What follows belongs to an exercise in optimizing a design on an open flow for a short achievable clock period and few clock cycles; a production flow would make more cautious choices. Where RTL was checked, it was by simulation tests only, not by an equivalence proof against the original. Power figures rest on the tool's default switching activity, not on a simulated workload.

Design pipeCpu, start of the top module:
module pipeCpu (
    input  logic        clk,
    input  logic        rstN,
    output logic [31:0] pc,
    input  logic [31:0] inst,
    output logic [31:0] dataAddress,
    output logic [31:0] writeMemData,
    output logic        memRead,
    output logic        memWrite,
    input  logic [31:0] readMemData
);
==> module ksAdd, before the edit <==
module ksAdd #(
    parameter int W = 32
) (
    input  logic [W-1:0] a,
    input  logic [W-1:0] b,
    input  logic         cin,
    output logic [W-1:0] sum,
    output logic         cout
);
    localparam int LV = (W <= 2) ? 1 : (W <= 4) ? 2 : (W <= 8) ? 3 : (W <= 16) ? 4 : (W <= 32) ? 5 : 6;
    logic [(LV+1)*W-1:0] g;
    logic [(LV+1)*W-1:0] p;
    logic [W-1:0]        hp;
    assign hp = a ^ b;
    genvar l, j;
    generate
        for (j = 0; j < W; j++) begin : gInit
            if (j == 0) begin : gLsb
                assign g[j] = (a[0] & b[0]) | (hp[0] & cin);
            end else begin : gBit
                assign g[j] = a[j] & b[j];
            end
            assign p[j] = hp[j];
        end
        for (l = 0; l < LV; l++) begin : gLvl
            for (j = 0; j < W; j++) begin : gCell
                if (j >= (1 << l)) begin : gMerge
                    assign g[(l+1)*W + j] = g[l*W + j] | (p[l*W + j] & g[l*W + j - (1 << l)]);
                    assign p[(l+1)*W + j] = p[l*W + j] & p[l*W + j - (1 << l)];
                end else begin : gPass
                    assign g[(l+1)*W + j] = g[l*W + j];
                    assign p[(l+1)*W + j] = p[l*W + j];
                end
            end
        end
    endgenerate
    assign sum  = hp ^ {g[LV*W +: W-1], cin};
    assign cout = g[LV*W + W-1];
endmodule
Settings: LEC_CHECK=0, ABC_CLOCK_PERIOD_IN_PS=2500, CAP_MARGIN=20, CORE_MARGIN=2, CORE_UTILIZATION=40, PLACE_DENSITY=0.6, SETUP_SLACK_MARGIN=4.2, SLEW_MARGIN=20, TNS_END_PERCENT=100; clock period 7.0 ns.
run.sh (not shown) runs the stock make flow with config.mk's settings and CLKGATE_MAP_FILE= SYNTH_SCRIPT=/design/flow/synth_recipe.tcl, a recipe that flattens the netlist after the stock synthesis.
Testbench counts at the start, summed over its fixed seeds: cycles 14,105.
Rerun with:
--- a/flow/design.v
+++ b/flow/design.v
@@ -43,13 +43,13 @@
     input  logic [W-1:0] a,
     input  logic [W-1:0] b,
     input  logic         cin,
     output logic [W-1:0] sum,
     output logic         cout
 );
-    localparam int LV = (W <= 2) ? 1 : (W <= 4) ? 2 : (W <= 8) ? 3 : (W <= 16) ? 4 : (W <= 32) ? 5 : 6;
+    localparam int LV = $clog2(W);
     logic [(LV+1)*W-1:0] g;
     logic [(LV+1)*W-1:0] p;
     logic [W-1:0]        hp;
     assign hp = a ^ b;
     genvar l, j;
     generate
Outcome: The changed run completed without violations. Wire length stays the same. First-iteration DRC count is unchanged. Final cell count stays the same. Sequential power barely changes. Global-route usage is unchanged. Area after synthesis does not change. Design area is unchanged. Combinational power barely changes. Register-to-register slack is about the same. Non-clock buffer count is unchanged. Worst setup slack stays the same. Power stays the same. Via count is unchanged. Sequential cell count is unchanged.
The RTL of the second run of this note was laid out without a check of its function.

========
Another version of the RTL of pipeCpu (not shown whole).
Size in the first run: roughly 4900 cells after synthesis, roughly 160 I/O pins.
// pipeCpu
module pipeCpu (
    input  logic        clk,
    input  logic        rstN,
    output logic [31:0] pc,
    input  logic [31:0] inst,
    output logic [31:0] dataAddress,
    output logic [31:0] writeMemData,
    output logic        memRead,
    output logic        memWrite,
    input  logic [31:0] readMemData
);
Settings: LEC_CHECK=0, ABC_CLOCK_PERIOD_IN_PS=2500, CAP_MARGIN=20, CORE_MARGIN=2, CORE_UTILIZATION=40, PLACE_DENSITY=0.6, SETUP_SLACK_MARGIN=4.2, SLEW_MARGIN=20, TNS_END_PERCENT=100; clock period 7.0 ns.
Rerun with:
--- a/flow/design.v
+++ b/flow/design.v
@@ -12,42 +12,36 @@
     localparam logic [5:0] OP_SW    = 6'h2b;
     localparam logic [5:0] FN_ADDU = 6'h21;
     localparam logic [5:0] FN_SUBU = 6'h23;
     localparam logic [5:0] FN_AND  = 6'h24;
     localparam logic [5:0] FN_OR   = 6'h25;
     localparam logic [5:0] FN_SLT  = 6'h2a;
 endpackage
 `timescale 1ns/1ps
 module registerFile (
     input  logic        clk,
-    input  logic [31:1] readSel1,
-    input  logic [31:1] readSel2,
+    input  logic [4:0]  readReg1,
+    input  logic [4:0]  readReg2,
     input  logic [4:0]  writeReg,
     input  logic [31:0] writeData,
     input  logic        regWrite,
     output logic [31:0] readData1,
     output logic [31:0] readData2
 );
     logic [31:0] regs [1:31];
     always_ff @(posedge clk) begin
         if (regWrite && writeReg != 5'd0) begin
             regs[writeReg] <= writeData;
         end
     end
-    always_comb begin
-        readData1 = 32'd0;
-        readData2 = 32'd0;
-        for (int k = 1; k < 32; k++) begin
-            readData1 = readData1 | ({32{readSel1[k]}} & regs[k]);
-            readData2 = readData2 | ({32{readSel2[k]}} & regs[k]);
-        end
-    end
+    assign readData1 = (readReg1 == 5'd0) ? 32'd0 : regs[readReg1];
+    assign readData2 = (readReg2 == 5'd0) ? 32'd0 : regs[readReg2];
 endmodule
 `timescale 1ns/1ps
 module ksAdd #(
     parameter int W = 32
 ) (
     input  logic [W-1:0] a,
     input  logic [W-1:0] b,
     input  logic         cin,
     output logic [W-1:0] sum,
     output logic         cout
@@ -96,22 +90,20 @@
     input  logic [31:0] readMemData
 );
     localparam bit PRED_FWD_BNE = 1'b1;
     logic        validD;
     logic [31:0] instD;
     logic        predD;
     logic [31:0] pcPlus4D;
     logic [4:0]  srcAD;
     logic [4:0]  srcTD;
     logic [4:0]  srcBD;
-    logic [31:1] rsHotD;
-    logic [31:1] rtHotD;
     logic        regWriteE;
     logic        memReadE;
     logic        memWriteE;
     logic        isBrE;
     logic        flipE;
     logic [4:0]  writeRegE;
     logic [31:0] aE;
     logic [31:0] bE;
     logic [31:0] tE;
     logic        subE;
@@ -204,28 +196,20 @@
     assign rtypeF  = (opF == OP_RTYPE)
                      && (inst[5:0] == FN_ADDU || inst[5:0] == FN_SUBU || inst[5:0] == FN_AND
                          || inst[5:0] == FN_OR || inst[5:0] == FN_SLT);
     assign usesRsF = rtypeF || isBrF || opF == OP_ADDIU || opF == OP_ORI
                      || opF == OP_LW || opF == OP_SW;
     assign rtAsBF  = rtypeF || isBrF;
     assign usesRtF = rtAsBF || opF == OP_SW;
     assign srcAF   = usesRsF ? inst[25:21] : 5'd0;
     assign srcTF   = usesRtF ? inst[20:16] : 5'd0;
     assign srcBF   = rtAsBF ? inst[20:16] : 5'd0;
-    logic [31:1] rsHotF;
-    logic [31:1] rtHotF;
-    always_comb begin
-        for (int k = 1; k < 32; k++) begin
-            rsHotF[k] = (inst[25:21] == k[4:0]);
-            rtHotF[k] = (inst[20:16] == k[4:0]);
-        end
-    end
     assign fetchNext = isJF ? jTargetF : predF ? brTargetF : pcPlus4F;
     always_ff @(posedge clk or negedge rstN) begin
         if (!rstN) begin
             pc <= 32'd0;
         end else if (redirect) begin
             pc <= altPcE;
         end else if (!stall) begin
             pc <= fetchNext;
         end
     end
@@ -239,22 +223,20 @@
         end
     end
     always_ff @(posedge clk) begin
         if (!stall) begin
             instD    <= inst;
             predD    <= predF;
             pcPlus4D <= pcPlus4F;
             srcAD    <= srcAF;
             srcTD    <= srcTF;
             srcBD    <= srcBF;
-            rsHotD   <= rsHotF;
-            rtHotD   <= rtHotF;
         end
     end
     logic [5:0]  opD;
     logic [5:0]  fnD;
     logic [4:0]  rsD;
     logic [4:0]  rtD;
     logic        known;
     logic        useImm;
     logic        writes;
     logic        writeRd;
@@ -354,22 +336,22 @@
         .sum  (brTargetD),
         .cout (brTargetCo)
     );
     assign srcA      = validD ? srcAD : 5'd0;
     assign srcT      = validD ? srcTD : 5'd0;
     assign srcB      = validD ? srcBD : 5'd0;
     assign writeRegD = writeRd ? instD[15:11] : rtD;
     assign regWriteD = writes && (writeRegD != 5'd0);
     registerFile u_registerFile (
         .clk       (clk),
-        .readSel1  (rsHotD),
-        .readSel2  (rtHotD),
+        .readReg1  (rsD),
+        .readReg2  (rtD),
         .writeReg  (writeRegW),
         .writeData (wbData),
         .regWrite  (regWriteW),
         .readData1 (rf1),
         .readData2 (rf2)
     );
     assign rsValD = (regWriteM && writeRegM == rsD) ? wbNext
                   : (regWriteW && writeRegW == rsD) ? wbData : rf1;
     assign rtValD = (regWriteM && writeRegM == rtD) ? wbNext
                   : (regWriteW && writeRegW == rtD) ? wbData : rf2;
Maximum frequency goes up by 5.8%.
Non-clock buffer count rose by 121.
Global-route usage came out lower by 8.7 points.
Power is about the same.
Final area rose by 10%.
Setup slack improved by 190 ps.
Sequential share of layout area goes down by 6.8 points.
Clock-buffer cell count went down by 17.
Testbench counts after the change, summed over its fixed seeds: cycles 14,105.
No functional check of the RTL was part of the first run of this note.

-- afterwards: timing with drivers on the ports --
The flow's constraints put no driver on any port. The routed layouts listed below were extracted and timed again, unchanged, in two steps.
Step 1 assumes that a clkbuf_16 drives the clock port and a buf_2 every other input.
Step 2 adds t to the input delays and takes it off the output delays; t is the mean of the earliest and latest rising clock arrival at the registers after step 1. Input paths then give back, and output paths get back, about the clock's delay inside the block.
a / b / c = ideal / step 1 / step 2; a / b = the first two.
| run | t (ns) | setup WS [ns] | worst hold slack (ns) | latest minus earliest clock arrival (ns) | pins driven straight from the clock port |
|---|---|---|---|---|---|
| the first run of note 1 | 0.875 | 3.224 / 3.224 / 2.747 | 0.362 / 0.362 / 0.362 | 0.045 / 0.045 | 1 |
| the second run of note 1 | 0.875 | 3.224 / 3.224 / 2.747 | 0.362 / 0.362 / 0.362 | 0.045 / 0.045 | 1 |
| the first run of note 2 | 0.885 | 3.618 / 3.618 / 2.778 | 0.348 / 0.348 / 0.348 | 0.040 / 0.040 | 1 |
| the second run of note 2 | 0.877 | 3.804 / 3.804 / 3.002 | 0.360 / 0.360 / 0.360 | 0.031 / 0.031 | 1 |
After both steps every run listed still meets setup and hold. For the first run of note 2, which loses most, drivers alone change the setup slack by 0.000 ns; drivers and shift together by -0.840 ns.
